What follows belongs to an exercise in optimizing a design on an open flow for small area; a production flow would make more cautious choices.
In this exercise RTL edits were held to simulation tests only and were not proved equivalent to the original.

==> flow/design.v <==
`default_nettype none
module store_datapath #(
    parameter int         W                 = 64,
    parameter int         RATE_MAX          = 1344,
    parameter int         SIZE_W            = 32,
    parameter logic [1:0] SHAKE128_MODE_VEC = 2'b00,
    parameter logic [1:0] SHAKE256_MODE_VEC = 2'b01
) (
    input  wire logic                clk,
    input  wire logic                rst,      
    input  wire logic                start,
    input  wire logic [1:0]          operation_mode,
    input  wire logic [SIZE_W-1:0]   output_size,
    input  wire logic                block_valid,
    output logic                     block_ready,
    input  wire logic [RATE_MAX-1:0] state_in,
    output logic                     squeeze_request,
    output logic [W-1:0]             data_out,
    output logic                     data_out_valid,
    input  wire logic                data_out_ready,
    output logic                     last_output_word,
    output logic                     busy,
    output logic [W/8-1:0]           data_out_keep,
    output logic                     done
);
    localparam int c_DEPTH_128 = RATE_MAX / W;      
    localparam int c_DEPTH_256 = 1088 / W;          
    localparam int c_PTR_W     = $clog2(c_DEPTH_128);
    localparam int c_LB        = $clog2(W);         
    localparam int c_KEEP_W    = W / 8;
    localparam int c_GROUPS    = c_DEPTH_128 / 3;   
    typedef enum logic [1:0] {
        S_IDLE       = 2'd0,
        S_WAIT_BLOCK = 2'd1,
        S_STREAM     = 2'd2
    } state_t;
    state_t              r_state;
    state_t              w_state_next;
    logic [RATE_MAX-1:0] r_blk;         
    logic [RATE_MAX-1:0] w_blk_next;
    logic                r_par;         
    logic [c_PTR_W-1:0]  r_ptr;         
    logic [SIZE_W-1:0]   r_bits_left;   
    logic                r_mode_256;
    logic                r_done;
    logic                w_mode_ok;
    logic                w_stream;
    logic                w_last;
    logic                w_final;
    logic                w_take;
    logic                w_load;
    logic                w_keep;
    logic                w_start;
    logic [c_DEPTH_128-1:0] w_sel;
    logic [W-1:0]        w_mask;
    assign w_mode_ok = (operation_mode == SHAKE128_MODE_VEC) ||
                       (operation_mode == SHAKE256_MODE_VEC);
    assign w_stream  = (r_state == S_STREAM);
    assign w_last    = w_stream && (r_bits_left[SIZE_W-1:c_LB+1] == '0) &&
                       (!r_bits_left[c_LB] || (r_bits_left[c_LB-1:0] == '0));
    assign w_final   = r_mode_256 ? (r_ptr == c_PTR_W'(c_DEPTH_256 - 1))
                                  : (r_ptr == c_PTR_W'(c_DEPTH_128 - 1));
    assign w_take    = w_stream && data_out_ready;
    assign w_load    = (r_state == S_WAIT_BLOCK) && block_valid;
    assign w_keep    = !w_load;
    assign w_start   = (r_state == S_IDLE) && start && w_mode_ok;
    always_ff @(posedge clk or negedge rst) begin
        if (!rst) begin
            r_state <= S_IDLE;
            r_done  <= 1'b0;
        end else begin
            r_state <= w_state_next;
            r_done  <= (w_start && (output_size == '0)) || (w_take && w_last);
        end
    end
    always_comb begin
        w_state_next = r_state;
        case (r_state)
            S_IDLE:       if (w_start && (output_size != '0)) w_state_next = S_WAIT_BLOCK;
            S_WAIT_BLOCK: if (block_valid) w_state_next = S_STREAM;
            S_STREAM:     if (data_out_ready) begin
                              if (w_last)       w_state_next = S_IDLE;
                              else if (w_final) w_state_next = S_WAIT_BLOCK;
                          end
            default:      w_state_next = S_IDLE;
        endcase
    end
    always_ff @(posedge clk) begin
        if (w_start) begin
            r_bits_left <= output_size;
            r_mode_256  <= (operation_mode == SHAKE256_MODE_VEC);
        end else if (w_take) begin
            r_bits_left[SIZE_W-1:c_LB] <= r_bits_left[SIZE_W-1:c_LB] - 1'b1;
        end
    end
    always_ff @(posedge clk) begin
        if (w_load) begin
            r_ptr <= '0;
        end else if (w_take) begin
            r_ptr <= r_ptr + 1'b1;
        end
    end
    always_ff @(posedge clk) begin
        r_par <= w_load | ~r_par;
    end
    genvar gb;
    generate
        for (gb = 0; gb < RATE_MAX; gb++) begin : g_blk
            store_datapath_keep u_keep (
                .d (state_in[gb]),
                .q (r_blk[gb]),
                .l (w_load),
                .h (w_keep),
                .y (w_blk_next[gb])
            );
        end
    endgenerate
    always_ff @(posedge clk) begin
        r_blk <= w_blk_next;
    end
    always_comb begin
        for (int k = 0; k < c_DEPTH_128; k++) begin
            w_sel[k] = w_stream && (r_ptr == c_PTR_W'(k));
        end
    end
    always_comb begin
        for (int i = 0; i < W; i++) begin
            w_mask[i] = w_stream &&
                        (!w_last || (r_bits_left[c_LB:0] > (c_LB+1)'(i)));
        end
    end
    genvar gi, gj;
    generate
        for (gi = 0; gi < W; gi++) begin : g_bit
            logic [c_GROUPS-1:0] w_grp_n;
            for (gj = 0; gj < c_GROUPS; gj++) begin : g_grp
                store_datapath_aoi3 u_aoi (
                    .s (w_sel[3*gj +: 3]),
                    .d ({r_blk[(3*gj+2)*W + gi], r_blk[(3*gj+1)*W + gi], r_blk[(3*gj)*W + gi]}),
                    .y (w_grp_n[gj])
                );
            end
            store_datapath_or_mask u_or (
                .n (w_grp_n),
                .p (r_par),
                .m (w_mask[gi]),
                .y (data_out[gi])
            );
        end
    endgenerate
    assign block_ready      = (r_state == S_WAIT_BLOCK);
    assign data_out_valid   = w_stream;
    assign squeeze_request  = w_take && !w_last && w_final;
    assign last_output_word = w_last;
    assign busy             = (r_state != S_IDLE);
    assign done             = r_done;
    always_comb begin
        for (int j = 0; j < c_KEEP_W; j++) begin
            data_out_keep[j] = w_stream &&
                               (!w_last || (r_bits_left[c_LB:0] > (c_LB+1)'(8*j)));
        end
    end
endmodule
module store_datapath_keep (
    input  wire logic d,
    input  wire logic q,
    input  wire logic l,
    input  wire logic h,
    output logic      y
);
    assign y = ~((d | h) & (q | l));
endmodule
module store_datapath_aoi3 (
    input  wire logic [2:0] s,
    input  wire logic [2:0] d,
    output logic            y
);
    assign y = ~((s[0] & d[0]) | (s[1] & d[1]) | (s[2] & d[2]));
endmodule
module store_datapath_or_mask (
    input  wire logic [6:0] n,
    input  wire logic       p,
    input  wire logic       m,
    output logic            y
);
    assign y = m & (p ^ ~(&n));
endmodule
`default_nettype wire
==> flow/config.mk <==
export PLATFORM = sky130hd
export DESIGN_NAME = store_datapath
export DESIGN_NICKNAME = store_datapath
export VERILOG_FILES = /design/flow/design.v
export SDC_FILE = /design/flow/constraint.sdc
export NUM_CORES = 4
export LEC_CHECK = 0
export CAP_MARGIN = 20
export CORE_MARGIN = 2
export CORE_UTILIZATION = 40
export PLACE_DENSITY = 0.5
export SLEW_MARGIN = 20
export SYNTH_HIERARCHICAL = 1
export SYNTH_MINIMUM_KEEP_SIZE = 0
==> flow/constraint.sdc <==
create_clock -name core_clock -period 6.0 [get_ports {clk}]
set_input_delay 1.2000 -clock core_clock [delete_from_list [all_inputs] [get_ports {clk}]]
set_output_delay 1.2000 -clock core_clock [all_outputs]
set_load 0.01 [all_outputs]
standard.sh (not shown) runs the stock make flow with config.mk's settings and CLKGATE_MAP_FILE= SYNTH_SCRIPT=/design/flow/synth_recipe.tcl, a recipe that flattens the netlist after the stock synthesis.
==> flow/flow/run.sh <==
#!/bin/bash
# Layout flow: the standard ORFS flow (standard.sh), with
#  - port buffers of the smallest buffer cell instead of clkdlybuf4s50_1,
#  - a clock tree of small clock buffers and no dummy balancing loads.
# Each tool's full output goes to a log file in this folder.
set -euo pipefail
export BUFFER_PORTS_ARGS="-buffer_cell sky130_fd_sc_hd__buf_1"
export PLACE_PINS_ARGS="-min_distance 1 -min_distance_in_tracks"
export CTS_ARGS="-sink_clustering_enable -repair_clock_nets -dont_use_dummy_load -buf_list {sky130_fd_sc_hd__clkbuf_4 sky130_fd_sc_hd__clkbuf_8}"
bash standard.sh finish > standard_flow.log 2>&1
The starting point ran to the end with no violations.
Edit:
--- a/flow/flow/run.sh
+++ b/flow/flow/run.sh
@@ -9 +9 @@
-export CTS_ARGS="-sink_clustering_enable -repair_clock_nets -dont_use_dummy_load -buf_list {sky130_fd_sc_hd__clkbuf_4 sky130_fd_sc_hd__clkbuf_8}"
+export CTS_ARGS="-sink_clustering_enable -repair_clock_nets -dont_use_dummy_load -sink_clustering_size 30 -sink_clustering_max_diameter 60 -buf_list {sky130_fd_sc_hd__clkbuf_4 sky130_fd_sc_hd__clkbuf_8 sky130_fd_sc_hd__clkbuf_16}"
Result: Wire length went down slightly; first-iteration DRC count went up slightly; setup slack gets better by 0.16 ns; non-clock buffer count went down by 1; synthesized cell count stays the same; hold slack gets better by 0.15 ns; design area went down slightly.

separate check: timing with driven ports:
Ports are ideal in the flow. The routed layouts listed here were re-timed in OpenROAD.
Step 1: set_driving_cell puts a clkbuf_16 on clk and a buf_2 on each other input, an assumption about the parent block.
Step 2, shift: input delay + t, output delay - t, t = (earliest + latest rising clock arrival at the registers) / 2. This alone moves slack from input paths to output paths.
a / b / c = ideal / step 1 / step 2; a / b = the first two.
run | t (ns) | setup WS [ns] | latest minus earliest clock arrival (ns) | cell pins on the clock port's net
the first run | 0.927 | 0.295 / 0.221 / 1.148 | 0.112 / 0.112 | 1
the second run | 0.791 | 0.458 / 0.376 / 1.168 | 0.086 / 0.085 | 1
After both steps every run listed still meets setup and hold.
